What follows belongs to an exercise in optimizing a design on an open flow for small area, a short achievable clock period and few clock cycles per item; a production flow would make more cautious choices.
In this exercise RTL edits were held to simulation tests only and were not proved equivalent to the original.

## flow/design.v (module list and top-level ports; edited modules follow where they fit)
// module fpu_pipe_wrap: 165 lines
// module fpu_mul24_cs: 1117 lines
module fpu_pipe_wrap #(
  parameter int TAG_W = 4
) (
  input  logic             clk,
  input  logic             rst,
  input  logic             in_valid,
  output logic             in_ready,
  input  logic [1:0]       in_opcode,
  input  logic             in_fmt,
  input  logic [31:0]      in_x,
  input  logic [31:0]      in_y,
  input  logic [TAG_W-1:0] in_tag,
  output logic             out_valid,
  input  logic             out_ready,
  output logic [31:0]      out_r,
  output logic [TAG_W-1:0] out_tag
);
  // ...
==> flow/flow/run.sh <==
#!/bin/bash
# Own layout flow: the standard ORFS flow (standard.sh) with two changes.
# 1. Synthesis maps with ABC for area: flow/abc_area.script replaces ORFS's area script
#    (which ABC_AREA=1 selects). Registers and every other synthesis step are as in the
#    standard flow; the resizer later buffers and sizes the gates for timing.
# 2. Stronger timing repair: the clock and the SDC are the design's; only the resizer's
#    setup target is raised (SETUP_SLACK_MARGIN), so repair_timing works on the longest
#    paths until their slack is that far above zero, and the ports get buf_2 buffers.
# Every tool's output goes to a log file in this folder.
set -e
cp -r "$FLOW_HOME/scripts" ./scripts_local
cp flow/abc_area.script scripts_local/abc_area.script
cat scripts_local/abc_area.script > abc_script.log
export SCRIPTS_DIR="$PWD/scripts_local"
export SETUP_SLACK_MARGIN=18.8
export TNS_END_PERCENT=10
export BUFFER_PORTS_ARGS="-buffer_cell sky130_fd_sc_hd__buf_2"
bash standard.sh > standard_flow.log 2>&1
==> flow/flow/abc_area.script <==
strash
dc2
dch
amap
topo
==> flow/standard.sh <==
#!/bin/bash
# synth_recipe.tcl (not shown) runs the flow's synth.tcl, then flattens the netlist and writes it again
# the make line also repeats each setting of config.mk as NAME=value (left out here)
make -C /OpenROAD-flow-scripts/flow DESIGN_CONFIG=/design/flow/config.mk WORK_HOME=/design/flow/orfs CLKGATE_MAP_FILE= SYNTH_SCRIPT=/design/flow/synth_recipe.tcl "${@:-finish}"
==> flow/config.mk <==
export PLATFORM = sky130hd
export DESIGN_NAME = fpu_pipe_wrap
export DESIGN_NICKNAME = fpu_pipe_wrap
export VERILOG_FILES = /design/flow/design.v
export SDC_FILE = /design/flow/constraint.sdc
export NUM_CORES = 4
export LEC_CHECK = 0
export ABC_AREA = 1
export CAP_MARGIN = 20
export CORE_MARGIN = 2
export CORE_UTILIZATION = 55
export SLEW_MARGIN = 20
==> flow/constraint.sdc <==
create_clock -name core_clock -period 32.0 [get_ports {clk}]
set_input_delay 6.4000 -clock core_clock [delete_from_list [all_inputs] [get_ports {clk}]]
set_output_delay 6.4000 -clock core_clock [all_outputs]
set_load 0.01 [all_outputs]
==> impl_metrics.env, run 1 <==
export IMPL_status="finished clean"
export IMPL_cts_setup_buffers=145
export IMPL_syn_inst=2952
export IMPL_yosys_register_bits=46
export IMPL_synthFlopType="edfxtp_1"
export IMPL_numPortBuffers=112
export IMPL_fp_row_count=77
export IMPL_cts_tree="yes"
export IMPL_nNetsFinal=4035
export IMPL_final_layout_size_suffix_gt1_share_pct=12.5
export IMPL_die_h_um=215
export IMPL_io_pins=113
export IMPL_path_clk_slew_ns=0.07
export IMPL_largest_cell_class="multi-input gates"
export IMPL_max_slew_margin_pct=33.7
export IMPL_place_ws_ns=14.17
export IMPL_nWellTaps=592
export IMPL_grt_overflow=0
export IMPL_fmax_mhz=59.4
export IMPL_clk_path_buf_depth=2
export IMPL_synth_top_family_by_area="adder cells"
export IMPL_r2r_end="q_r[17]"
Testbench counts, summed over its fixed seeds: cycles 32,008, items 32,000.
==> inputs of run 2 (changes only) <==
==> flow/flow/abc_area.script (replaced) <==
strash
dc2
dch
map -a
topo
stime -c
buffer -c
upsize -c
dnsize -c
==> run 2 against run 1 <==
Largest cell class unchanged. Global-route usage decreased by 0.11 points. Utilization decreased by 1.3 points. Highest routed layer unchanged. Non-clock buffer count increased by 35. Clock skew decreased by 0.00084 ns. Still clean on timing, DRC and antenna. Flip-flop and latch count unchanged. Routed wire length increased by 0.19%. Critical path depth decreased by 7.
==> impl_metrics.env, run 2 <==
export IMPL_status="finished clean"
export IMPL_max_slew_margin_pct=35.8
export IMPL_core_sq_um=46300
export IMPL_drt_wirelength_per_cell_um=23.4
export IMPL_cts_tree="yes"
export IMPL_nNetsFinal=4405
export IMPL_setup_violations_final=0
export IMPL_fin_area_sq_um=29500
export IMPL_vias=25424
export IMPL_synth_top_cell_area_share_pct=38.3
export IMPL_drv_cap=0
export IMPL_yosys_register_bits=46
export IMPL_grt_overflow=0
export IMPL_layout_min_cycle_time_ns=15.00
export IMPL_crit_arrival_ns=15.12
export IMPL_skew_ns=0.00626
export IMPL_syn_avg_cell_area_sq_um=7.44
export IMPL_synthFlopType="edfxtp_1"
export IMPL_ys_seq_area_share_pct=5.36
export IMPL_start_kind="input port"
export IMPL_ctsHoldBuffers=0
export IMPL_fp_row_count=79
export IMPL_path_common_cell="buf_4"
export IMPL_dr_pass1_iters=6
export IMPL_cts_buffers=5
export IMPL_yosys_top_cells_count="inv_1, nand2_1, fa_1, nor2_1, o21ai_0"
export IMPL_r2r_end="q_r[22]"
export IMPL_maxSlewViolCount=0
export IMPL_io_pins=113
export IMPL_top_regs="q_r: 28 flops, q_e: 10 flops, q_tag: 4 flops"
export IMPL_dpl_cell_area_sq_um=26600
export IMPL_die_area_sq_um=48300
export IMPL_syn2layout_area_growth_pct=15.1
export IMPL_synth_cell_type_count=64
export IMPL_worstMarginPinSlew_ns=0.960
export IMPL_clockRootBuffer="clkbuf_16"
export IMPL_required_ns=32.12
export IMPL_r2r_start="v"
export IMPL_largest_reg_flops=28
export IMPL_reg2reg_depth=1
export IMPL_holdCritStartpoint="v"
export IMPL_critPathKind="in2reg"
export IMPL_clk_path_buf_depth=2
export IMPL_holdWs_ns=1.06
export IMPL_gp_congestion=1.03
export IMPL_final_cell_mix="inv_1, nand2_1, fa_1, nor2_1, o21ai_0"
export IMPL_grt_total_usage_pct=41.7
export IMPL_antenna_found_initial=2
export IMPL_totalWireLength_um=99300
export IMPL_floorplan_initialDensity_pct=55.3
export IMPL_synthesis_nets=4213
export IMPL_synth_most_common_cell="inv_1"
export IMPL_hold_viol=0
export IMPL_slowest_delay_ns=0.57
export IMPL_drcViolationCount=0
export IMPL_syn_inst=3441
export IMPL_finish_utilization_pct=63.7
export IMPL_htreeDepth=2
export IMPL_hp_class="reg2reg"
export IMPL_endpoint="q_r[9]"
export IMPL_viasPerCell=5.99
export IMPL_cpMaxStageDelayCell="fa_1"
export IMPL_numPortBuffers=112
export IMPL_die_h_um=220
export IMPL_synth_area_top_cells="fa_1, ha_1, inv_1, nand2_1, nor2_1"
export IMPL_cp_startpoint="in_x[6]"
export IMPL_final_layout_size_suffix_gt1_share_pct=14.7
export IMPL_ant_nets=0
export IMPL_die_x_um=220
export IMPL_dp_hpwl_um=71800
export IMPL_setup_tns_ns=0
export IMPL_syn_area_sq_um=25600
export IMPL_worstSkewPairLatency_ns=0.29
export IMPL_period_share_pct=46.9
export IMPL_synth_edf_count=45
export IMPL_first_global_vias=26133
export IMPL_cp_max_fo=11
export IMPL_mostFrequentLayoutCell="inv_1"
export IMPL_drt_iter0_drc=2583
export IMPL_largest_register="q_r"
export IMPL_yosysTopAreaCell="fa_1"
export IMPL_grt_pass1_wl_um=150000
export IMPL_async_reset_ff_share_pct=0
export IMPL_endpoint_kind="register"
export IMPL_r2r_slack_ns=30.77
export IMPL_grt_max_degree=47
export IMPL_yosysWarnings=6
export IMPL_fmax_mhz=66.7
export IMPL_cts_num_sinks=46
export IMPL_rsz0062_at_grt="yes"
export IMPL_path_clk_slew_ns=0.07
==> run 2: changes by cell type in the layout (fill, tap and decap cells not counted), sizes merged, moves of 23 or more <==
cell	before	now
a21oi	107	152
buf	302	336
clkinv	601	11
clkinvlp	4	27
inv	3	666
nand2	360	649
o21ai	83	237
o22a	113	0
o22ai	108	67
or2	56	8
==> run 2: how the worst min path moves through the flow <==
stage	end	slack [ns]	cells after the start
after CTS	q_tag[0]	1.42	1
after global placement	q_tag[0]	1.40	1
after floorplan	v	1.50	2
after global routing	v	1.15	2
final	v	1.06	2
after detailed placement	q_tag[0]	1.41	1
==> run 2: area by class of cell <==
class / count / area, sq um
Multi-Input combinational cell: 2539 / 21400
Fill cell: 4057 / 16800
Timing Repair Buffer: 339 / 2910
Inverter: 701 / 2790
Sequential cell: 46 / 1370
Tap cell: 607 / 759
Clock buffer: 5 / 125
Clock inverter: 3 / 43.8
Timing Repair inverter: 1 / 5.00
Antenna cell: 2 / 5.00
==> run 2: metal layers <==
metal / vias up / global-route usage, % / part of all wire [%]
met5: - / 0 / 0
met2: 1555 / 69.6 / 46
met4: 0 / 26.7 / 8.5
met1: 12346 / 49.6 / 35
li1: 11033 / - / -
met3: 490 / 7.55 / 9.9
==> run 2: critical path, delay by kind of cell <==
family          cells  cell delay, ns
simple gates       13            1.31
buf+inv            31            3.34
compound gates      7            1.21
fa+ha+maj           7            2.84
==> run 2: kinds of logic (layout without fill, tap and decap cells) <==
family | after synthesis | in the layout | share of synthesized area, %
and+or+nand+nor | 1245 | 1245 | 19.5
buffers and inverters | 856 | 1049 | 12.7
adders and majority gates | 697 | 697 | 48.4
AOI/OAI and AO/OA | 569 | 569 | 13.0
DFF | 46 | 46 | 5.36
xor gates and xnor gates | 18 | 18 | 0.616
muxes | 10 | 10 | 0.391
other | 0 | 2 | 0
==> run 2: what timing repair did <==
action,4_1_cts,5_1_grt
buffers inserted,161,32
resized for setup,242,69
cloned,3,1
setup endpoints to repair,52,52
pin swaps,54,47
==> run 2: through the flow <==
step                      setup slack, ns  cells
after floorplan                     17.79   3441
after global placement              15.89   4036
after detailed placement            15.81   4036
after CTS                           17.34   4208
after global routing                16.61   4242
final                               17.00   4243
==> inputs of run 3 (changes only) <==
==> flow/flow/abc_area.script (replaced) <==
strash
dc2
dch
amap
topo
stime -c
buffer -c
upsize -c
dnsize -c
==> run 3 against run 2 <==
Largest cell class unchanged. Worst setup slack got worse by 0.99 ns. Sequential share of layout area up 0.29 points. Synthesized cell count decreased by 9.6%. Still clean on timing, DRC and antenna. Count of clock-buffer cells in the layout increased by 1.
==> impl_metrics.env, run 3 <==
export IMPL_synth_area_top_cells="fa_1, ha_1, inv_1, nor2_1, edfxtp_1"
export IMPL_yosysWarnings=6
export IMPL_final_layout_size_suffix_gt1_share_pct=13.1
export IMPL_dpl_cell_area_sq_um=26200
export IMPL_cts_num_sinks=46
export IMPL_async_reset_ff_share_pct=0
export IMPL_htreeDepth=2
export IMPL_io_pins=113
export IMPL_mostFrequentLayoutCell="inv_1"
export IMPL_endpoint_kind="register"
export IMPL_status="finished clean"
export IMPL_path_buf_inv=19
export IMPL_die_h_um=218
export IMPL_fin_area_sq_um=27700
export IMPL_totalWireLength_um=89700
export IMPL_yosys_register_bits=46
export IMPL_path_common_cell="buf_4"
export IMPL_largest_reg_flops=28
export IMPL_maxSlewViolCount=0
export IMPL_clk_path_buf_depth=2
export IMPL_routed_top_layer="met4"
export IMPL_synth_cell_type_count=76
export IMPL_grt_pass1_wl_um=138000
export IMPL_floorplan_initialDensity_pct=55.5
export IMPL_synth_top_cell_area_share_pct=39.0
export IMPL_syn_avg_cell_area_sq_um=8.09
export IMPL_final_cell_mix="inv_1, fa_1, nor2_1, nand2_1, ha_1"
export IMPL_gp_congestion=0.987
export IMPL_slowest_delay_ns=0.56
export IMPL_max_slew_margin_pct=29.6
export IMPL_worstMarginPinSlew_ns=1.05
export IMPL_first_global_vias=24321
export IMPL_synthFlopType="edfxtp_1"
export IMPL_rsz0062_at_grt="yes"
export IMPL_path_clk_slew_ns=0.07
export IMPL_synth_most_common_cell="inv_1"
export IMPL_setup_violations_final=0
export IMPL_grt_total_usage_pct=38.5
export IMPL_hold_viol=0
export IMPL_synth_edf_count=45
export IMPL_period_share_pct=50.0
export IMPL_place_ws_ns=15.06
export IMPL_critPathKind="in2reg"
export IMPL_largest_register="q_r"
export IMPL_nNetsFinal=3981
export IMPL_drv_cap=0
export IMPL_die_x_um=218
export IMPL_path_delay_family="adder cells"
export IMPL_die_area_sq_um=47400
export IMPL_top_regs="q_r: 28 flops, q_e: 10 flops, q_tag: 4 flops"
export IMPL_grt_overflow=0
export IMPL_drt_iter0_drc=1986
export IMPL_ctsHoldBuffers=0
export IMPL_skew_ns=0.00999
export IMPL_fp_row_count=78
export IMPL_worstSkewPairLatency_ns=0.30
export IMPL_syn_area_sq_um=25100
export IMPL_dr_pass1_iters=6
export IMPL_numPortBuffers=112
export IMPL_yosys_top_cells_count="inv_1, fa_1, nor2_1, nand2_1, ha_1"
export IMPL_antenna_found_initial=1
export IMPL_required_ns=32.17
export IMPL_core_sq_um=45300
export IMPL_crit_arrival_ns=16.15
export IMPL_cpMaxStageDelayCell="fa_1"
export IMPL_layout_min_cycle_time_ns=15.99
export IMPL_start_kind="input port"
export IMPL_drcViolationCount=0
export IMPL_ys_seq_area_share_pct=5.45
export IMPL_viasPerCell=6.16
export IMPL_fmax_mhz=62.5
export IMPL_setup_tns_ns=0
export IMPL_syn_inst=3109
export IMPL_hp_class="reg2reg"
export IMPL_yosysTopAreaCell="fa_1"
export IMPL_cts_tree="yes"
export IMPL_cts_buffers=5
export IMPL_clockRootBuffer="clkbuf_16"
export IMPL_dp_hpwl_um=68800
export IMPL_synthesis_nets=3881
export IMPL_cp_max_fo=19
export IMPL_grt_max_degree=59
export IMPL_wl_met2_um=42800
export IMPL_diodes=0
export IMPL_syn2layout_area_growth_pct=10.3
export IMPL_n_fill_cell=4103
export IMPL_setup_ws_ns=16.01
export IMPL_ant_nets=0
export IMPL_m1WireLength_um=32800
export IMPL_drt_wirelength_per_cell_um=23.5
export IMPL_vias=23459
export IMPL_met3WireLength_um=7880
[run 3: cell count changes in the layout (fill, tap and decap cells not counted), moves of 37 or more]
| cell | previous run | this run |
|---|---|---|
| or2_2 | 5 | 44 |
| buf_4 | 200 | 134 |
| o21ai_0 | 201 | 64 |
| o22ai_1 | 60 | 97 |
| nand2_1 | 643 | 358 |
| inv_1 | 646 | 563 |
| o22a_1 | 0 | 113 |
[run 3: path summary, 6_finish.rpt]
check | cells past startpoint | end | slack [ns] | from
min reg2reg | 3 | v | 0.67 | v
max | 52 | q_r[10] | 16.01 | in_x[13]
max reg2reg | 2 | q_e[1] | 30.41 | v
min | 3 | v | 0.67 | v
[run 3: final cells by class]
cell class | count | area (sq um) | share of cell area (%)
clock buffer | 6 | 129 | 0.465
inverter | 605 | 2410 | 8.68
multi-input combinational | 2301 | 21200 | 76.5
timing repair buffer | 250 | 1840 | 6.65
tap | 600 | 751 | 2.71
sequential | 46 | 1370 | 4.95
clock inverter | 2 | 10.0 | 0.0361
[run 3: cell families (layout without fill, tap and decap cells)]
kind of cell | Yosys count | in the layout | synth area share [%]
AND/OR/NAND/NOR | 998 | 998 | 16.8
buffers and inverters | 762 | 863 | 11.5
adder cells (fa/ha/maj) | 697 | 697 | 49.3
AO/OA/AOI/OAI | 605 | 605 | 16.9
flip-flops | 46 | 46 | 5.45
XOR/XNOR | 1 | 1 | 0.0348
[run 3: through the flow]
| step | hold slack, ns | instances | util, % |
|---|---|---|---|
| 2_1_floorplan | 0.625 | 3109 | - |
| 3_3_place_gp | 0.646 | 3710 | 57.9 |
| 5_1_grt | 0.708 | 3810 | 61.2 |
| 3_5_place_dp | 0.666 | 3710 | 57.9 |
| 6_report | 0.667 | 3810 | 61.2 |
| 4_1_cts | 0.675 | 3797 | 60.5 |
[run 3: timing repair]
item | in CTS | in global routing
pin swaps | 24 | 14
endpoints found under the setup margin | 58 | 59
gates resized for setup | 106 | 57
setup buffers | 77 | 12
gates cloned | 2 | 1
[run 3: layer usage]
| metal | vias to the layer above | GRT usage [%] |
|---|---|---|
| met5 | - | 0 |
| met4 | 0 | 21.3 |
| met3 | 355 | 6.16 |
| met2 | 1255 | 65.2 |
| met1 | 11621 | 47.0 |
| li1 | 10228 | - |
[run 3: worst reg2reg max path, stage by stage (launching register included)]
cell and delay, ns:
dfxtp_1 0.31, nor2b_1 0.18, inv_2 0.68
==> inputs of run 4 (changes only) <==
==> flow/flow/abc_area.script (replaced) <==
strash
dc2
dch
map -D 4000
topo
stime -c
buffer -c
upsize -c
dnsize -c
==> run 4 against run 3 <==
Flip-flop and latch count is the same. Worst setup slack gained 2.3 ns. Still clean. Cell count grew 13%. Count of clock-buffer cells in the layout shrank 1. Largest cell class unchanged. First-iteration DRC count grew 48%. Global-route usage grew 2.9 points. Synthesized area grew 4.0%. Fmax grew 17%. Critical endpoint is now q_r[27]. Hold slack gained 0.32 ns.
==> impl_metrics.env, run 4 <==
export IMPL_drcViolationCount=0
export IMPL_largest_register="q_r"
export IMPL_crit_arrival_ns=13.70
export IMPL_viasPerCell=6.15
export IMPL_drv_cap=0
export IMPL_hp_class="reg2reg"
export IMPL_die_h_um=222
export IMPL_first_global_vias=27167
export IMPL_ctsHoldBuffers=0
export IMPL_cts_tree="yes"
export IMPL_synth_edf_count=45
export IMPL_final_cell_mix="inv_1, nand2_1, fa_1, nor2_1, ha_1"
export IMPL_status="finished clean"
export IMPL_syn_avg_cell_area_sq_um=7.45
export IMPL_synth_most_common_cell="inv_1"
export IMPL_start_kind="input port"
export IMPL_cts_num_sinks=46
export IMPL_fmax_mhz=73.2
export IMPL_grt_total_usage_pct=41.4
export IMPL_nNetsFinal=4457
export IMPL_synthFlopType="edfxtp_1"
export IMPL_dr_pass1_iters=7
export IMPL_vias=26384
export IMPL_setup_violations_final=0
export IMPL_rsz0062_at_grt="yes"
export IMPL_drt_wirelength_per_cell_um=23.7
export IMPL_required_ns=32.03
export IMPL_path_clk_slew_ns=0.06
export IMPL_floorplan_initialDensity_pct=55.9
export IMPL_layout_min_cycle_time_ns=13.67
export IMPL_path_buf_inv=5
export IMPL_htreeDepth=2
export IMPL_gp_congestion=1.01
export IMPL_path_delay_family="compound AO/OA/AOI/OAI gates"
export IMPL_antenna_found_initial=1
export IMPL_worstSkewPairLatency_ns=0.29
export IMPL_yosys_register_bits=46
export IMPL_synthesis_nets=4279
export IMPL_ant_nets=0
export IMPL_final_layout_size_suffix_gt1_share_pct=15.3
export IMPL_cp_max_fo=16
export IMPL_mostFrequentLayoutCell="inv_1"
export IMPL_top_regs="q_r: 28 flops, q_e: 10 flops, q_tag: 4 flops"
export IMPL_async_reset_ff_share_pct=0
export IMPL_grt_overflow=0
export IMPL_io_pins=113
export IMPL_yosysWarnings=6
export IMPL_cts_buffers=5
export IMPL_grt_pass1_wl_um=155000
export IMPL_die_area_sq_um=49300
export IMPL_worstMarginPinSlew_ns=0.923
export IMPL_hold_viol=0
export IMPL_period_share_pct=42.7
export IMPL_synth_area_top_cells="fa_1, ha_1, inv_1, nand2_1, nor2_1"
export IMPL_setup_tns_ns=0
export IMPL_die_x_um=222
export IMPL_synth_cell_type_count=61
export IMPL_syn_area_sq_um=26100
export IMPL_max_slew_margin_pct=38.3
export IMPL_synth_top_cell_area_share_pct=37.5
export IMPL_maxSlewViolCount=0
export IMPL_fin_area_sq_um=30300
export IMPL_diodes=0
export IMPL_totalWireLength_um=102000
export IMPL_clockRootBuffer="clkbuf_16"
export IMPL_endpoint_kind="register"
export IMPL_drt_iter0_drc=2939
export IMPL_largest_reg_flops=28
export IMPL_syn2layout_area_growth_pct=16.0
export IMPL_syn_inst=3507
export IMPL_ys_seq_area_share_pct=5.25
export IMPL_numPortBuffers=112
export IMPL_dpl_cell_area_sq_um=27100
export IMPL_slowest_delay_ns=0.40
export IMPL_clk_path_buf_depth=2
export IMPL_critPathKind="in2reg"
export IMPL_cpMaxStageDelayCell="a211oi_4"
export IMPL_fp_row_count=79
export IMPL_yosys_top_cells_count="inv_1, nand2_1, fa_1, nor2_1, ha_1"
export IMPL_yosysTopAreaCell="fa_1"
export IMPL_r2r_slack_ns=30.79
export IMPL_skew_ns=0.00766
export IMPL_grt_max_degree=47
export IMPL_core_sq_um=46800
export IMPL_dp_hpwl_um=73500
run 4: kinds of logic after synthesis:
| logic type | count (synthesis) | share of synthesized area, % |
|---|---|---|
| simple gates | 1311 | 20.4 |
| buf+inv | 854 | 12.5 |
| fa+ha+maj | 697 | 47.4 |
| compound gates | 577 | 13.6 |
| flops | 46 | 5.25 |
| xor+xnor | 17 | 0.570 |
| mux | 5 | 0.191 |
run 4: what timing repair did:
action,in CTS,in global routing
endpoints found under the setup margin,49,46
setup buffers,134,37
gates resized for setup,275,93
cloned,11,4
pin swaps,63,59
run 4: final cells by class:
type                       count  area (sq um)
fill                        4132         16400
timing repair inverter         3          20.0
clock inverter                 3          16.3
clock buffer                   5           125
tap                          607           759
inverter                     692          2810
sequential                    46          1370
multi-input combinational   2608         22300
timing repair buffer         329          2970
run 4: metrics by stage:
stage / cells / utilization (%) / worst slack, ns / hold WS, ns
3_3_place_gp: 4099 / 57.9 / 16.04 / 1.26
4_1_cts: 4252 / 63.2 / 18.44 / 1.33
3_5_place_dp: 4099 / 57.9 / 16.06 / 1.32
6_report: 4293 / 64.9 / 18.33 / 0.991
5_1_grt: 4293 / 64.9 / 18.14 / 1.07
2_1_floorplan: 3507 / - / 18.82 / 1.50
run 4: final timing paths:
| kind | start | end | cells past startpoint |
|---|---|---|---|
| hold reg to reg | v | v | 2 |
| hold / removal | v | v | 2 |
| setup / recovery | in_y[20] | q_r[27] | 44 |
| setup reg to reg | v | q_r[22] | 1 |
run 4: routing by layer:
layer,vias to the layer above,GRT usage (%),wire length (um)
li1,11359,-,-
met1,12705,49.6,35600
met2,1770,67.8,46100
met3,548,8.51,11300
met4,2,27.6,8750
met5,-,0,13
==> inputs of run 5 (changes only) <==
==> flow/flow/abc_area.script (replaced) <==
strash
dc2
dch
map -D 1500
topo
stime -c
buffer -c
upsize -c
dnsize -c
==> run 5 against run 4 <==
Still clean on timing, DRC and antenna. Utilization decreased by 0.94 points. Routed wire length decreased by 1.2%. Register-to-register slack about the same. Worst setup slack improved by 0.46 ns. Sequential share of layout area about the same. Fmax increased by 3.5%. Hold slack got worse by 0.033 ns. Cell count increased by 1.8%. Final area increased by 0.22%. Critical endpoint is now in_ready. Largest cell class unchanged.
==> impl_metrics.env, run 5 <==
export IMPL_antenna_found_initial=2
export IMPL_r2r_start="v"
export IMPL_r2r_slack_ns=30.80
export IMPL_reg2reg_depth=1
export IMPL_top_regs="q_r: 28 flops, q_e: 10 flops, q_tag: 4 flops"
export IMPL_cts_tree="yes"
export IMPL_synth_most_common_cell="inv_1"
export IMPL_floorplan_initialDensity_pct=55.6
export IMPL_synth_top_cell_area_share_pct=37.1
export IMPL_fmax_mhz=75.7
export IMPL_vias=26362
export IMPL_ant_nets=0
export IMPL_crit_arrival_ns=6.80
export IMPL_path_clk_slew_ns=0.07
export IMPL_first_global_vias=26573
export IMPL_synthFlopType="edfxtp_1"
export IMPL_yosysTopAreaCell="fa_1"
export IMPL_holdCritStartpoint="v"
export IMPL_core_sq_um=47500
export IMPL_skew_ns=0.00859
export IMPL_yosys_register_bits=46
export IMPL_cp_max_fo=2
export IMPL_synth_area_top_cells="fa_1, inv_1, ha_1, nand2_1, nor2_1"
export IMPL_dp_hpwl_um=72600
export IMPL_final_layout_size_suffix_gt1_share_pct=15.1
export IMPL_status="finished clean"
export IMPL_htreeDepth=2
export IMPL_maxSlewViolCount=0
export IMPL_syn2layout_area_growth_pct=15.0
export IMPL_synthesis_nets=4369
export IMPL_grt_total_usage_pct=39.5
export IMPL_largest_reg_flops=28
export IMPL_largest_register="q_r"
export IMPL_critPathKind="in2out"
export IMPL_drcViolationCount=0
export IMPL_drv_cap=0
export IMPL_required_ns=25.60
export IMPL_placed_cells=4194
export IMPL_stdcell_count=4370
export IMPL_yosys_top_cells_count="inv_1, nand2_1, fa_1, nor2_1, ha_1"
export IMPL_hp_class="reg2reg"
export IMPL_holdPathStages=2
export IMPL_synth_cell_type_count=64
export IMPL_holdWs_ns=0.959
export IMPL_die_x_um=223
export IMPL_die_area_sq_um=49800
export IMPL_holdPathEnd="v"
export IMPL_nNetsFinal=4525
export IMPL_endpoint_kind="output pin"
export IMPL_dpl_cell_area_sq_um=27300
export IMPL_worstSkewPairLatency_ns=0.30
export IMPL_ys_seq_area_share_pct=5.19
export IMPL_io_pins=113
export IMPL_dr_pass1_iters=8
export IMPL_clk_path_buf_depth=2
export IMPL_grt_pass1_wl_um=150000
export IMPL_start_kind="input port"
export IMPL_worstMarginPinSlew_ns=1.14
export IMPL_numPortBuffers=112
export IMPL_cp_startpoint="out_ready"
export IMPL_mostFrequentLayoutCell="inv_1"
export IMPL_syn_inst=3597
export IMPL_syn_area_sq_um=26400
export IMPL_hold_viol=0
export IMPL_drt_iter0_drc=2573
export IMPL_syn_avg_cell_area_sq_um=7.34
export IMPL_layout_min_cycle_time_ns=13.20
export IMPL_drt_wirelength_per_cell_um=23.0
export IMPL_die_h_um=223
export IMPL_yosysWarnings=6
export IMPL_cts_buffers=5
export IMPL_fp_row_count=80
export IMPL_cts_num_sinks=46
export IMPL_async_reset_ff_share_pct=0
export IMPL_period_share_pct=41.3
export IMPL_fin_area_sq_um=30400
export IMPL_gp_congestion=0.968
export IMPL_rsz0062_at_grt="yes"
export IMPL_synth_edf_count=45
export IMPL_setup_violations_final=0
export IMPL_viasPerCell=6.03
export IMPL_n_fill_cell=4232
export IMPL_grt_overflow=0
export IMPL_grt_max_degree=47
export IMPL_setup_tns_ns=0
export IMPL_clockRootBuffer="clkbuf_16"
export IMPL_totalWireLength_um=100000
export IMPL_final_cell_mix="inv_1, nand2_1, fa_1, nor2_1, ha_1"
export IMPL_max_slew_margin_pct=23.2
export IMPL_r2r_end="q_r[23]"
[run 5: cells by family (layout without fill, tap and decap cells)]
family,Yosys count,count (layout),share of synthesized area (%)
compound gates,565,566,12.7
xor+xnor,16,16,0.531
fa+ha+maj,697,697,46.9
buf+inv,880,1033,12.7
flops,46,46,5.19
mux,1,1,0.0379
other cells,0,1,0
simple gates,1392,1395,21.9
[run 5: worst max path at each step]
| stage | end | slack [ns] | depth (start not counted) |
|---|---|---|---|
| 4_1_cts | q_r[25] | 18.80 | 49 |
| 6_report | in_ready | 18.80 | 4 |
| 5_1_grt | q_r[27] | 18.34 | 52 |
| 2_1_floorplan | in_ready | 18.96 | 2 |
| 3_5_place_dp | q_r[25] | 16.87 | 45 |
| 3_3_place_gp | q_r[25] | 17.00 | 45 |
[run 5: timing repair]
action | CTS | global route
gates resized for setup | 127 | 262
hold buffers | 0 | 0
pin swaps | 6 | 97
gates cloned | 4 | 9
hold endpoints to repair | 0 | 0
buffers inserted | 72 | 82
setup endpoints to repair | 53 | 43
[run 5: per-layer routing]
metal	vias to the layer above	GRT usage [%]	share of wire, %
met5	-	0	0
met3	504	7.06	11
met1	12651	49.2	36
met4	0	24.2	8.0
li1	11579	-	-
met2	1628	64.4	45
[run 5: stage by stage]
| stage | setup slack, ns | util (%) |
|---|---|---|
| floorplan | 18.96 | - |
| detailed placement | 16.87 | 57.5 |
| global route | 18.34 | 63.9 |
| finish | 18.80 | 63.9 |
| global placement | 17.00 | 57.5 |
| CTS | 18.80 | 60.0 |
[run 5: final cells by class]
cell class / instances / area, sq um / share of cell area (%)
diodes: 1 / 2.50 / 0.00823
clock buffers: 5 / 125 / 0.412
multi-input cells: 2675 / 22600 / 74.5
flip-flops and latches: 46 / 1370 / 4.51
clock inverters: 3 / 27.5 / 0.0906
well taps: 615 / 769 / 2.53
repair inverters: 2 / 10.0 / 0.0329
inverters: 718 / 2900 / 9.55
repair buffers: 305 / 2550 / 8.40
[run 5: worst max-delay path, stage by stage]
cell and delay [ns]:
buf_2 0.09, inv_1 0.10, a21oi_1 0.07, buf_2 0.14
==> inputs of run 6 (changes only) <==
--- a/flow/flow/run.sh
+++ b/flow/flow/run.sh
@@ -1,8 +1,8 @@
 #!/bin/bash
 # Own layout flow: the standard ORFS flow (standard.sh) with two changes.
-# 1. Synthesis maps with ABC for area: flow/abc_area.script replaces ORFS's area script
-#    (which ABC_AREA=1 selects). Registers and every other synthesis step are as in the
-#    standard flow; the resizer later buffers and sizes the gates for timing.
+# 1. Synthesis maps with ABC for area: flow/abc_area.script (map -a, no upsizing)
+#    replaces ORFS's area script, which ABC_AREA=1 selects. Registers and every other
+#    synthesis step are as in the standard flow.
 # 2. Stronger timing repair: the clock and the SDC are the design's; only the resizer's
 #    setup target is raised (SETUP_SLACK_MARGIN), so repair_timing works on the longest
 #    paths until their slack is that far above zero, and the ports get buf_2 buffers.
==> flow/flow/abc_area.script (replaced) <==
strash
dch
map -a
topo
stime -c
buffer -c
dnsize -c
==> run 6 against run 5 <==
Critical path type unchanged. Hold slack lost 0.013 ns. Fmax about the same. Worst setup slack lost 0.0034 ns. Synthesized area increased by 0.16%.
==> impl_metrics.env, run 6 <==
export IMPL_synth_compound_area_share_pct=13.0
export IMPL_syn_area_sq_um=26500
export IMPL_drt_iter0_drc=2341
export IMPL_viasPerCell=6.00
export IMPL_endpoint_kind="output pin"
export IMPL_period_share_pct=41.3
export IMPL_synth_mux_area_share_pct=0.227
export IMPL_synthXorXnorAreaFrac_pct=1.36
export IMPL_yosys_top_cells_count="nand2_1, inv_1, nor2_1, fa_1, o21ai_0"
export IMPL_synth_top_family_by_area="adder cells"
export IMPL_worstSkewPairLatency_ns=0.29
export IMPL_die_h_um=223
export IMPL_synthAdderAreaFrac_pct=46.9
export IMPL_path_clk_slew_ns=0.06
export IMPL_grt_total_usage_pct=38.9
export IMPL_async_reset_ff_share_pct=0
export IMPL_dr_pass1_iters=6
export IMPL_numPortBuffers=112
export IMPL_synth_most_common_cell="nand2_1"
export IMPL_register_area_sq_um=1370
export IMPL_io_pins=113
export IMPL_core_sq_um=47600
export IMPL_totalWireLength_um=96900
export IMPL_ys_seq_area_share_pct=5.18
export IMPL_dp_hpwl_um=73400
export IMPL_ctsHoldBuffers=0
export IMPL_layout_min_cycle_time_ns=13.21
export IMPL_required_ns=25.60
export IMPL_crit_arrival_ns=6.81
export IMPL_setup_tns_ns=0
export IMPL_skew_ns=0.00343
export IMPL_drv_cap=0
export IMPL_n_fill_cell=4514
export IMPL_drcViolationCount=0
export IMPL_mostFrequentLayoutCell="nand2_1"
export IMPL_nNetsFinal=4543
export IMPL_cts_buffers=5
export IMPL_grt_max_degree=55
export IMPL_syn_inst=3691
export IMPL_yosysTopAreaCell="fa_1"
export IMPL_fp_row_count=80
export IMPL_final_cell_mix="nand2_1, inv_1, nor2_1, fa_1, o21ai_0"
export IMPL_syn2layout_area_growth_pct=9.48
export IMPL_status="finished clean"
export IMPL_maxSlewViolCount=0
export IMPL_yosys_register_bits=46
export IMPL_setup_ws_ns=18.79
export IMPL_synth_edf_count=45
export IMPL_grt_overflow=0
export IMPL_clockRootBuffer="clkbuf_16"
export IMPL_place_ws_ns=16.74
export IMPL_holdWs_ns=0.946
export IMPL_largest_register="q_r"
export IMPL_cts_num_sinks=46
export IMPL_diodes=0
export IMPL_multiInputGateArea_sq_um=22300
export IMPL_top_regs="q_r: 28 flops, q_e: 10 flops, q_tag: 4 flops"
export IMPL_first_global_vias=26991
export IMPL_fmax_mhz=75.7
export IMPL_synth_top_cell_area_share_pct=37.1
export IMPL_grt_pass1_wl_um=149000
export IMPL_setup_violations_final=0
export IMPL_hp_class="reg2reg"
export IMPL_floorplan_initialDensity_pct=55.5
export IMPL_antenna_found_initial=0
export IMPL_critPathKind="in2out"
export IMPL_final_layout_size_suffix_gt1_share_pct=8.99
export IMPL_rsz0062_at_grt="yes"
export IMPL_die_area_sq_um=49900
export IMPL_cts_tree="yes"
export IMPL_die_x_um=223
export IMPL_ant_nets=0
export IMPL_worstMarginPinSlew_ns=1.14
export IMPL_largest_reg_flops=28
export IMPL_gp_congestion=0.989
export IMPL_clk_path_buf_depth=2
export IMPL_cp_max_fo=2
export IMPL_hold_viol=0
export IMPL_htreeDepth=2
export IMPL_drt_wirelength_per_cell_um=22.1
export IMPL_synthesis_nets=4463
export IMPL_syn_avg_cell_area_sq_um=7.17
export IMPL_yosys_area_share_simple_pct=21.0
export IMPL_max_slew_margin_pct=21.7
export IMPL_synth_area_top_cells="fa_1, nand2_1, inv_1, ha_1, nor2_1"
export IMPL_yosysWarnings=6
export IMPL_start_kind="input port"
export IMPL_vias=26327
export IMPL_synthFlopType="edfxtp_1"
export IMPL_synth_cell_type_count=53
-- run 6: final cells by class --
type	instances	area share [%]
inverters	718	9.67
clock inverters	3	0.168
well taps	615	2.66
repair buffers	218	5.18
repair inverters	5	0.104
multi-input cells	2777	77.1
flip-flops and latches	46	4.73
clock buffers	5	0.432
-- run 6: routing by layer --
metal  GRT usage (%)  vias up  share of wire, %
met2            65.6     1512                47
met4            20.0        0               6.7
li1                -    11620                 -
met5               0        -                 0
met3            7.78      426                10
met1            47.6    12769                36
-- run 6: logic make-up after synthesis --
family,after synthesis
buffers and inverters,873
muxes,6
AOI/OAI and AO/OA,612
DFF,46
adders and majority gates,697
xor gates and xnor gates,41
and+or+nand+nor,1416
-- run 6: worst max-delay path: stages --
cell and delay [ns]:
buf_2 0.08, inv_1 0.06, a21oi_1 0.13, buf_2 0.14
-- run 6: worst paths after layout --
kind	startpoint	endpoint	slack (ns)	cells past startpoint
worst max register to register	v	q_e[6]	30.81	1
worst min register to register	v	v	0.95	2
worst max-delay path	out_ready	in_ready	18.79	4
worst min-delay path	v	v	0.95	2
-- run 6: timing repair --
| action | 4_1_cts | 5_1_grt |
|---|---|---|
| pin swaps | 5 | 15 |
| resized for setup | 61 | 111 |
| setup endpoints to repair | 54 | 46 |
| gates cloned | 5 | 9 |
| buffers inserted | 16 | 48 |
-- run 6: per-stage QoR --
| step | cell area (sq um) | std cells | util, % |
|---|---|---|---|
| after floorplan | 26500 | 3691 | - |
| after global placement | 27500 | 4301 | 57.7 |
| after detailed placement | 27500 | 4301 | 57.7 |
| after CTS | 28100 | 4330 | 58.9 |
| after global routing | 29000 | 4387 | 60.8 |
| final | 29000 | 4387 | 60.8 |
==> inputs of run 7 (changes only) <==
--- a/flow/config.mk
+++ b/flow/config.mk
@@ -9,4 +9,5 @@
 export CAP_MARGIN = 20
 export CORE_MARGIN = 2
 export CORE_UTILIZATION = 55
+export PLACE_DENSITY = 0.75
 export SLEW_MARGIN = 20
==> run 7 against run 6 <==
Via count decreased by 1.9%. Worst setup slack improved by 0.047 ns. Synthesized area stayed put. Critical path depth unchanged. Routed wire length shrank 6.7%. Sequential share of layout area hardly changed. Critical endpoint unchanged. Largest cell class unchanged.
==> impl_metrics.env, run 7 <==
export IMPL_yosysTopAreaCell="fa_1"
export IMPL_max_slew_margin_pct=30.4
export IMPL_mostFrequentLayoutCell="nand2_1"
export IMPL_nNetsFinal=4545
export IMPL_stdcell_count=4389
export IMPL_antenna_found_initial=1
export IMPL_synth_compound_area_share_pct=13.0
export IMPL_setup_violations_final=0
export IMPL_layout_min_cycle_time_ns=13.16
export IMPL_cts_tree="yes"
export IMPL_worstSkewPairLatency_ns=0.30
export IMPL_path_buf_inv=3
export IMPL_totalWireLength_um=90300
export IMPL_endpoint_kind="output pin"
export IMPL_vias=25836
export IMPL_ys_seq_area_share_pct=5.18
export IMPL_drt_wirelength_per_cell_um=20.6
export IMPL_syn2layout_area_growth_pct=9.34
export IMPL_die_area_sq_um=49900
export IMPL_cpMaxStageDelayCell="buf_2"
export IMPL_syn_area_sq_um=26500
export IMPL_crit_path_cell_trace="buf_2, inv_1, a21oi_1, buf_2"
export IMPL_first_global_vias=25586
export IMPL_die_x_um=223
export IMPL_synth_edf_count=45
export IMPL_start_kind="input port"
export IMPL_fp_row_count=80
export IMPL_yosysWarnings=6
export IMPL_viasPerCell=5.89
export IMPL_synthAdderAreaFrac_pct=46.9
export IMPL_drt_iter0_drc=2706
export IMPL_status="finished clean"
export IMPL_grt_max_degree=54
export IMPL_async_reset_ff_share_pct=0
export IMPL_ant_nets=0
export IMPL_floorplan_initialDensity_pct=55.5
export IMPL_core_sq_um=47600
export IMPL_synth_cell_type_count=53
export IMPL_cp_max_fo=2
export IMPL_clockRootBuffer="clkbuf_16"
export IMPL_maxSlewViolCount=0
export IMPL_syn_avg_cell_area_sq_um=7.17
export IMPL_io_pins=113
export IMPL_die_h_um=223
export IMPL_yosys_top_cells_count="nand2_1, inv_1, nor2_1, fa_1, o21ai_0"
export IMPL_setup_tns_ns=0
export IMPL_syn_inst=3691
export IMPL_synth_mux_area_share_pct=0.227
export IMPL_synth_top_cell_area_share_pct=37.1
export IMPL_top_regs="q_r: 28 flops, q_e: 10 flops, q_tag: 4 flops"
export IMPL_yosys_register_bits=46
export IMPL_cts_num_sinks=46
export IMPL_synthFlopType="edfxtp_1"
export IMPL_dp_hpwl_um=67700
export IMPL_placed_cells=4306
export IMPL_yosys_area_share_simple_pct=21.0
export IMPL_fmax_mhz=76.0
export IMPL_grt_total_usage_pct=36.1
export IMPL_rsz0062_at_grt="yes"
export IMPL_gp_congestion=1.04
export IMPL_diodes=0
export IMPL_path_clk_slew_ns=0.06
export IMPL_path_common_cell="buf_2"
export IMPL_holdWs_ns=1.24
export IMPL_grt_overflow=0
export IMPL_synth_top_family_by_area="adder cells"
export IMPL_synthXorXnorAreaFrac_pct=1.36
export IMPL_crit_arrival_ns=6.76
export IMPL_synth_area_top_cells="fa_1, nand2_1, inv_1, ha_1, nor2_1"
export IMPL_largest_reg_flops=28
export IMPL_grt_pass1_wl_um=139000
export IMPL_period_share_pct=41.1
export IMPL_drv_cap=0
export IMPL_synthesis_nets=4463
export IMPL_clk_path_buf_depth=2
export IMPL_final_layout_size_suffix_gt1_share_pct=8.85
export IMPL_required_ns=25.60
export IMPL_hp_class="reg2reg"
export IMPL_path_delay_family="buffers and inverters"
export IMPL_dr_pass1_iters=9
export IMPL_cts_buffers=5
export IMPL_drcViolationCount=0
export IMPL_htreeDepth=2
export IMPL_largest_register="q_r"
export IMPL_final_cell_mix="nand2_1, inv_1, nor2_1, fa_1, o21ai_0"
export IMPL_skew_ns=0.00272
export IMPL_hold_viol=0
export IMPL_worstMarginPinSlew_ns=1.04
export IMPL_slowest_delay_ns=0.14
export IMPL_critPathKind="in2out"
export IMPL_numPortBuffers=112
export IMPL_synth_most_common_cell="nand2_1"
run 7: what timing repair did:
| item | CTS | global route |
|---|---|---|
| hold buffers | 0 | 0 |
| setup buffers | 8 | 58 |
| gates cloned | 3 | 6 |
| setup endpoints to repair | 48 | 44 |
| gates resized for setup | 45 | 146 |
| pin swaps | 1 | 19 |
run 7: final timing paths:
check,start,end,slack [ns],cells past startpoint
max,out_ready,in_ready,18.84,4
min,v,v,1.24,2
max reg2reg,v,q_e[2],30.52,1
min reg2reg,v,v,1.24,2
run 7: area by class of cell:
class                           count  area (sq um)
Sequential cell                    46          1370
Clock buffer                        5           125
Inverter                          718          2790
Fill cell                        4433         18700
Multi-Input combinational cell   2775         22200
Timing Repair inverter              5          32.5
Tap cell                          615           769
Timing Repair Buffer              222          1580
Clock inverter                      3          21.3
run 7: stage by stage:
step | util, % | instance area (sq um) | worst slack, ns
2_1_floorplan | - | 26500 | 18.96
3_3_place_gp | 57.8 | 27500 | 17.48
3_5_place_dp | 57.8 | 27500 | 17.43
4_1_cts | 58.6 | 27900 | 18.78
5_1_grt | 60.7 | 28900 | 18.70
6_report | 60.7 | 28900 | 18.84
run 7: kinds of logic after synthesis:
family	after synthesis
flops	46
xor+xnor	41
buf+inv	873
fa+ha+maj	697
compound gates	612
mux	6
simple gates	1416
run 7: layer usage:
metal | share of wire (%) | track usage [%]
met3 | 11 | 8.03
met2 | 46 | 59.6
met4 | 6.1 | 17.5
met1 | 37 | 45.1
met5 | 0 | 0
==> inputs of run 8 (changes only) <==
--- a/flow/flow/run.sh
+++ b/flow/flow/run.sh
@@ -12,7 +12,7 @@
 cp flow/abc_area.script scripts_local/abc_area.script
 cat scripts_local/abc_area.script > abc_script.log
 export SCRIPTS_DIR="$PWD/scripts_local"
-export SETUP_SLACK_MARGIN=18.8
+export SETUP_SLACK_MARGIN=18.65
 export TNS_END_PERCENT=10
 export BUFFER_PORTS_ARGS="-buffer_cell sky130_fd_sc_hd__buf_2"
 bash standard.sh > standard_flow.log 2>&1
==> run 8 against run 7 <==
Still clean. Clock skew about the same. First-iteration DRC count grew 0.81%. Synthesized area is the same. Synthesized cell count unchanged.
==> impl_metrics.env, run 8 <==
export IMPL_die_area_sq_um=49900
export IMPL_layout_min_cycle_time_ns=13.16
export IMPL_slowest_delay_ns=0.14
export IMPL_syn2layout_area_growth_pct=8.13
export IMPL_cp_max_fo=2
export IMPL_nNetsFinal=4534
export IMPL_fp_row_count=80
export IMPL_crit_arrival_ns=6.76
export IMPL_skew_ns=0.00301
export IMPL_path_delay_family="buffers and inverters"
export IMPL_drt_wirelength_per_cell_um=20.5
export IMPL_io_pins=113
export IMPL_hp_class="reg2reg"
export IMPL_clk_path_buf_depth=2
export IMPL_synth_edf_count=45
export IMPL_final_layout_size_suffix_gt1_share_pct=7.87
export IMPL_cpMaxStageDelayCell="buf_2"
export IMPL_viasPerCell=5.88
export IMPL_synth_most_common_cell="nand2_1"
export IMPL_synthesis_nets=4463
export IMPL_rsz0062_at_grt="yes"
export IMPL_diodes=0
export IMPL_first_global_vias=25470
export IMPL_die_x_um=223
export IMPL_ant_nets=0
export IMPL_drv_cap=0
export IMPL_setup_violations_final=0
export IMPL_start_kind="input port"
export IMPL_maxSlewViolCount=0
export IMPL_clockRootBuffer="clkbuf_16"
export IMPL_largest_register="q_r"
export IMPL_yosysTopAreaCell="fa_1"
export IMPL_endpoint_kind="output pin"
export IMPL_crit_path_cell_trace="buf_2, inv_1, a21oi_1, buf_2"
export IMPL_path_common_cell="buf_2"
export IMPL_synth_top_cell_area_share_pct=37.1
export IMPL_grt_overflow=0
export IMPL_path_clk_slew_ns=0.06
export IMPL_drcViolationCount=0
export IMPL_r2r_start="v"
export IMPL_cts_num_sinks=46
export IMPL_syn_avg_cell_area_sq_um=7.17
export IMPL_syn_area_sq_um=26500
export IMPL_yosys_register_bits=46
export IMPL_fmax_mhz=76.0
export IMPL_final_cell_mix="nand2_1, inv_1, nor2_1, fa_1, o21ai_0"
export IMPL_hold_viol=0
export IMPL_required_ns=25.60
export IMPL_top_regs="q_r: 28 flops, q_e: 10 flops, q_tag: 4 flops"
export IMPL_drt_iter0_drc=2728
export IMPL_syn_inst=3691
export IMPL_numPortBuffers=112
export IMPL_grt_total_usage_pct=36.0
export IMPL_htreeDepth=2
export IMPL_ys_seq_area_share_pct=5.18
export IMPL_synthFlopType="edfxtp_1"
export IMPL_dp_hpwl_um=67700
export IMPL_mostFrequentLayoutCell="nand2_1"
export IMPL_totalWireLength_um=89800
export IMPL_setup_tns_ns=0
export IMPL_holdCritStartpoint="v"
export IMPL_die_h_um=223
export IMPL_worstMarginPinSlew_ns=1.03
export IMPL_antenna_found_initial=2
export IMPL_status="finished clean"
export IMPL_path_buf_inv=3
export IMPL_cts_buffers=5
export IMPL_async_reset_ff_share_pct=0
export IMPL_synth_area_top_cells="fa_1, nand2_1, inv_1, ha_1, nor2_1"
export IMPL_critPathKind="in2out"
export IMPL_max_slew_margin_pct=30.9
export IMPL_grt_max_degree=54
export IMPL_gp_congestion=1.04
export IMPL_floorplan_initialDensity_pct=55.5
export IMPL_dr_pass1_iters=6
export IMPL_synth_cell_type_count=53
export IMPL_finish_utilization_pct=60.0
export IMPL_holdWs_ns=1.24
export IMPL_cts_tree="yes"
export IMPL_core_sq_um=47600
export IMPL_yosys_top_cells_count="nand2_1, inv_1, nor2_1, fa_1, o21ai_0"
export IMPL_yosysWarnings=6
export IMPL_worstSkewPairLatency_ns=0.29
export IMPL_grt_pass1_wl_um=139000
export IMPL_cp_startpoint="out_ready"
export IMPL_period_share_pct=41.1
export IMPL_largest_reg_flops=28
export IMPL_vias=25759
-- run 8: cell types whose count changed in the layout (fill, tap and decap cells not counted), sizes merged --
cell      delta
clkinv       -3
clkinvlp     -1
buf          -6
clkbuf       -4
inv          +3
-- run 8: layout make-up --
class / instances / area (sq um)
Clock buffer: 5 / 125
Clock inverter: 3 / 21.3
Multi-Input combinational cell: 2775 / 22100
Sequential cell: 46 / 1370
Tap cell: 615 / 769
Fill cell: 4489 / 19000
Timing Repair Buffer: 212 / 1430
Inverter: 718 / 2780
Timing Repair inverter: 4 / 25.0
-- run 8: worst paths after layout --
| kind | to | slack (ns) | cells after the start |
|---|---|---|---|
| setup / recovery | in_ready | 18.84 | 4 |
| hold / removal | v | 1.24 | 2 |
| setup reg to reg | q_e[2] | 30.52 | 1 |
| hold reg to reg | v | 1.24 | 2 |
-- run 8: timing repair --
action,in CTS,in global routing
pin swaps,1,14
hold buffers,0,0
endpoints found under the hold margin,0,0
setup endpoints to repair,46,42
resized for setup,29,94
setup buffers,4,52
cloned,1,7
-- run 8: metrics by stage --
stage / cells / area, sq um / worst slack [ns]
6_report: 4378 / 28600 / 18.84
5_1_grt: 4378 / 28600 / 18.52
4_1_cts: 4319 / 27800 / 18.64
3_5_place_dp: 4306 / 27500 / 17.43
3_3_place_gp: 4306 / 27500 / 17.48
2_1_floorplan: 3691 / 26500 / 18.96
-- run 8: cell families (layout without fill, tap and decap cells) --
kind of cell             after synthesis  in the layout  share of synthesized area (%)
AO/OA/AOI/OAI                        612            612                           13.0
XOR/XNOR                              41             41                           1.36
adder cells (fa/ha/maj)              697            697                           46.9
buffers and inverters                873            942                           12.4
flip-flops                            46             46                           5.18
multiplexers                           6              6                          0.227
AND/OR/NAND/NOR                     1416           1419                           21.0
-- run 8: routing by layer --
layer | vias up | GRT usage, % | part of all wire, %
met5 | - | 0 | 0
met4 | 0 | 17.3 | 5.9
met3 | 385 | 8.36 | 12
met2 | 1646 | 59.3 | 46
met1 | 12139 | 44.8 | 36
li1 | 11589 | - | -
==> inputs of run 9 (changes only) <==
--- a/flow/flow/run.sh
+++ b/flow/flow/run.sh
@@ -12,7 +12,7 @@
 cp flow/abc_area.script scripts_local/abc_area.script
 cat scripts_local/abc_area.script > abc_script.log
 export SCRIPTS_DIR="$PWD/scripts_local"
-export SETUP_SLACK_MARGIN=18.65
+export SETUP_SLACK_MARGIN=18.8
 export TNS_END_PERCENT=10
 export BUFFER_PORTS_ARGS="-buffer_cell sky130_fd_sc_hd__buf_2"
 bash standard.sh > standard_flow.log 2>&1
--- a/flow/config.mk
+++ b/flow/config.mk
@@ -6,8 +6,8 @@
 export NUM_CORES = 4
 export LEC_CHECK = 0
 export ABC_AREA = 1
-export CAP_MARGIN = 20
+export CAP_MARGIN = 0
 export CORE_MARGIN = 2
 export CORE_UTILIZATION = 55
 export PLACE_DENSITY = 0.75
-export SLEW_MARGIN = 20
+export SLEW_MARGIN = 0
==> run 9 against run 8 <==
Largest cell class unchanged. Sequential share of layout area down 0.052 points. First-iteration DRC count down 2.8%. Critical path depth unchanged. Still clean on timing, DRC and antenna. Critical path type unchanged. Non-clock buffer count up 10. Fmax about the same. Final area up 1.1%.
==> impl_metrics.env, run 9 <==
export IMPL_top_regs="q_r: 28 flops, q_e: 10 flops, q_tag: 4 flops"
export IMPL_yosys_top_cells_count="nand2_1, inv_1, nor2_1, fa_1, o21ai_0"
export IMPL_cp_startpoint="out_ready"
export IMPL_register_area_sq_um=1370
export IMPL_core_sq_um=47600
export IMPL_syn_area_sq_um=26500
export IMPL_mostFrequentLayoutCell="nand2_1"
export IMPL_required_ns=25.60
export IMPL_setup_ws_ns=18.84
export IMPL_clockRootBuffer="clkbuf_16"
export IMPL_stdcell_count=4389
export IMPL_ys_seq_area_share_pct=5.18
export IMPL_setup_tns_ns=0
export IMPL_max_slew_margin_pct=9.91
export IMPL_synth_cell_type_count=53
export IMPL_syn_inst=3691
export IMPL_gp_congestion=1.04
export IMPL_synth_most_common_cell="nand2_1"
export IMPL_layout_min_cycle_time_ns=13.16
export IMPL_drcViolationCount=0
export IMPL_ant_nets=0
export IMPL_n_fill_cell=4434
export IMPL_io_pins=113
export IMPL_totalWireLength_um=90200
export IMPL_fmax_mhz=76.0
export IMPL_largest_register="q_r"
export IMPL_start_kind="input port"
export IMPL_die_area_sq_um=49900
export IMPL_vias=25898
export IMPL_cp_max_fo=2
export IMPL_endpoint_kind="output pin"
export IMPL_grt_overflow=0
export IMPL_numPortBuffers=112
export IMPL_grt_max_degree=54
export IMPL_ctsHoldBuffers=0
export IMPL_fp_row_count=80
export IMPL_hp_class="reg2reg"
export IMPL_die_x_um=223
export IMPL_final_layout_size_suffix_gt1_share_pct=8.85
export IMPL_grt_pass1_wl_um=139000
export IMPL_die_h_um=223
export IMPL_cts_buffers=5
export IMPL_cts_num_sinks=46
export IMPL_rsz0062_at_grt="yes"
export IMPL_place_ws_ns=17.43
export IMPL_dr_pass1_iters=9
export IMPL_syn_avg_cell_area_sq_um=7.17
export IMPL_status="finished clean"
export IMPL_synth_area_top_cells="fa_1, nand2_1, inv_1, ha_1, nor2_1"
export IMPL_hold_viol=0
export IMPL_clk_path_buf_depth=2
export IMPL_maxSlewViolCount=0
export IMPL_critPathKind="in2out"
export IMPL_viasPerCell=5.90
export IMPL_r2r_end="q_e[2]"
export IMPL_drt_wirelength_per_cell_um=20.6
export IMPL_crit_arrival_ns=6.76
export IMPL_htreeDepth=2
export IMPL_yosysWarnings=6
export IMPL_yosys_register_bits=46
export IMPL_worstSkewPairLatency_ns=0.30
export IMPL_largest_reg_flops=28
export IMPL_synthesis_nets=4463
export IMPL_floorplan_initialDensity_pct=55.5
export IMPL_path_clk_slew_ns=0.06
export IMPL_final_cell_mix="nand2_1, inv_1, nor2_1, fa_1, o21ai_0"
export IMPL_yosysTopAreaCell="fa_1"
export IMPL_fin_area_sq_um=28900
export IMPL_dp_hpwl_um=67700
export IMPL_synth_top_cell_area_share_pct=37.1
export IMPL_dpl_cell_area_sq_um=27500
export IMPL_antenna_found_initial=1
export IMPL_grt_total_usage_pct=36.1
export IMPL_multiInputGateArea_sq_um=22200
export IMPL_drv_cap=0
export IMPL_reg2reg_depth=1
export IMPL_r2r_start="v"
export IMPL_async_reset_ff_share_pct=0
export IMPL_cts_tree="yes"
export IMPL_synthFlopType="edfxtp_1"
export IMPL_endpoint="in_ready"
export IMPL_diodes=0
export IMPL_nNetsFinal=4545
export IMPL_synth_edf_count=45
export IMPL_syn2layout_area_growth_pct=9.33
export IMPL_worstMarginPinSlew_ns=1.32
export IMPL_period_share_pct=41.1
export IMPL_placed_cells=4306
export IMPL_r2r_slack_ns=30.52
export IMPL_first_global_vias=25586
export IMPL_setup_violations_final=0
export IMPL_skew_ns=0.00286
export IMPL_drt_iter0_drc=2651
==> run 9: cell counts after synthesis <==
Identical to the previous run, type by type.
==> run 9: repair_timing <==
action	4_1_cts	5_1_grt
endpoints found under the setup margin	48	44
gates resized for setup	45	146
cloned	3	6
pin swaps	1	19
setup buffers	8	58
==> run 9: critical path, stage by stage <==
cell,delay (ns)
buf_2,0.07
inv_1,0.05
a21oi_1,0.10
buf_2,0.14
==> run 9: through the flow <==
| step | hold slack [ns] | util (%) |
|---|---|---|
| 2_1_floorplan | 1.50 | - |
| 3_3_place_gp | 1.24 | 57.8 |
| 3_5_place_dp | 1.28 | 57.8 |
| 4_1_cts | 1.28 | 58.6 |
| 5_1_grt | 1.37 | 60.7 |
| 6_report | 1.24 | 60.7 |
==> run 9: worst min-delay path by stage <==
stage | start | end | slack, ns | depth (start not counted)
after floorplan | v | v | 1.50 | 2
after global placement | v | v | 1.24 | 2
after detailed placement | v | v | 1.28 | 2
after CTS | v | v | 1.28 | 2
after global routing | v | v | 1.37 | 2
final | v | v | 1.24 | 2
==> run 9: final cells by class <==
cell class / count / share of cell area, %
inverter: 718 / 9.65
sequential: 46 / 4.74
tap: 615 / 2.66
timing repair inverter: 5 / 0.112
clock buffer: 5 / 0.433
multi-input combinational: 2775 / 76.9
timing repair buffer: 222 / 5.45
clock inverter: 3 / 0.0735
==> run 9: cells by family (layout without fill, tap and decap cells) <==
logic type	after synthesis	count (layout)	synth area share, %
mux	6	6	0.227
buf+inv	873	953	12.4
xor+xnor	41	41	1.36
fa+ha+maj	697	697	46.9
simple gates	1416	1419	21.0
flops	46	46	5.18
compound gates	612	612	13.0
==> run 9: metal layers <==
metal | global-route usage (%) | up-vias | share of wire, %
li1 | - | 11616 | -
met1 | 45.1 | 12259 | 37
met2 | 59.6 | 1610 | 46
met3 | 8.03 | 413 | 11
met4 | 17.5 | 0 | 6.2
met5 | 0 | - | 0

afterwards: timing with drivers on the ports:
How much do the figures lean on ideal ports? The routed layouts below were timed once more, with nothing changed but the port constraints. Step 1: set_driving_cell puts a clkbuf_16 on clk and a buf_2 on each other input, an assumption about the parent block. Step 2 also shifts input and output timing later by t, the mid clock arrival at the registers, as if the neighbouring blocks saw the same clock. a / b / c = ideal ports / drivers / drivers and shift; a / b = the first two.
run | t (ns) | slack for setup (ns) | latest minus earliest clock arrival (ns) | worst data-port slew with drivers (ns)
run 1 | 0.352 | 15.171 / 15.169 / 14.817 | 0.009 / 0.009 | 0.08
run 2 | 0.326 | 17.004 / 16.865 / 16.539 | 0.009 / 0.009 | 0.18
run 3 | 0.340 | 16.012 / 16.026 / 15.686 | 0.012 / 0.012 | 0.08
run 4 | 0.330 | 18.330 / 18.274 / 17.945 | 0.013 / 0.013 | 0.13
run 5 | 0.332 | 18.795 / 18.727 / 18.396 | 0.009 / 0.009 | 0.16
run 6 | 0.335 | 18.792 / 18.772 / 18.509 | 0.007 / 0.007 | 0.04
run 7 | 0.334 | 18.839 / 18.819 / 18.731 | 0.003 / 0.003 | 0.05
run 8 | 0.331 | 18.838 / 18.818 / 18.545 | 0.004 / 0.004 | 0.04
run 9 | 0.333 | 18.839 / 18.819 / 18.725 | 0.003 / 0.004 | 0.05
After both steps every run listed still meets setup and hold. The setup slack of run 2, which loses most, moves by -0.139 ns with the drivers and by -0.465 ns with both steps.
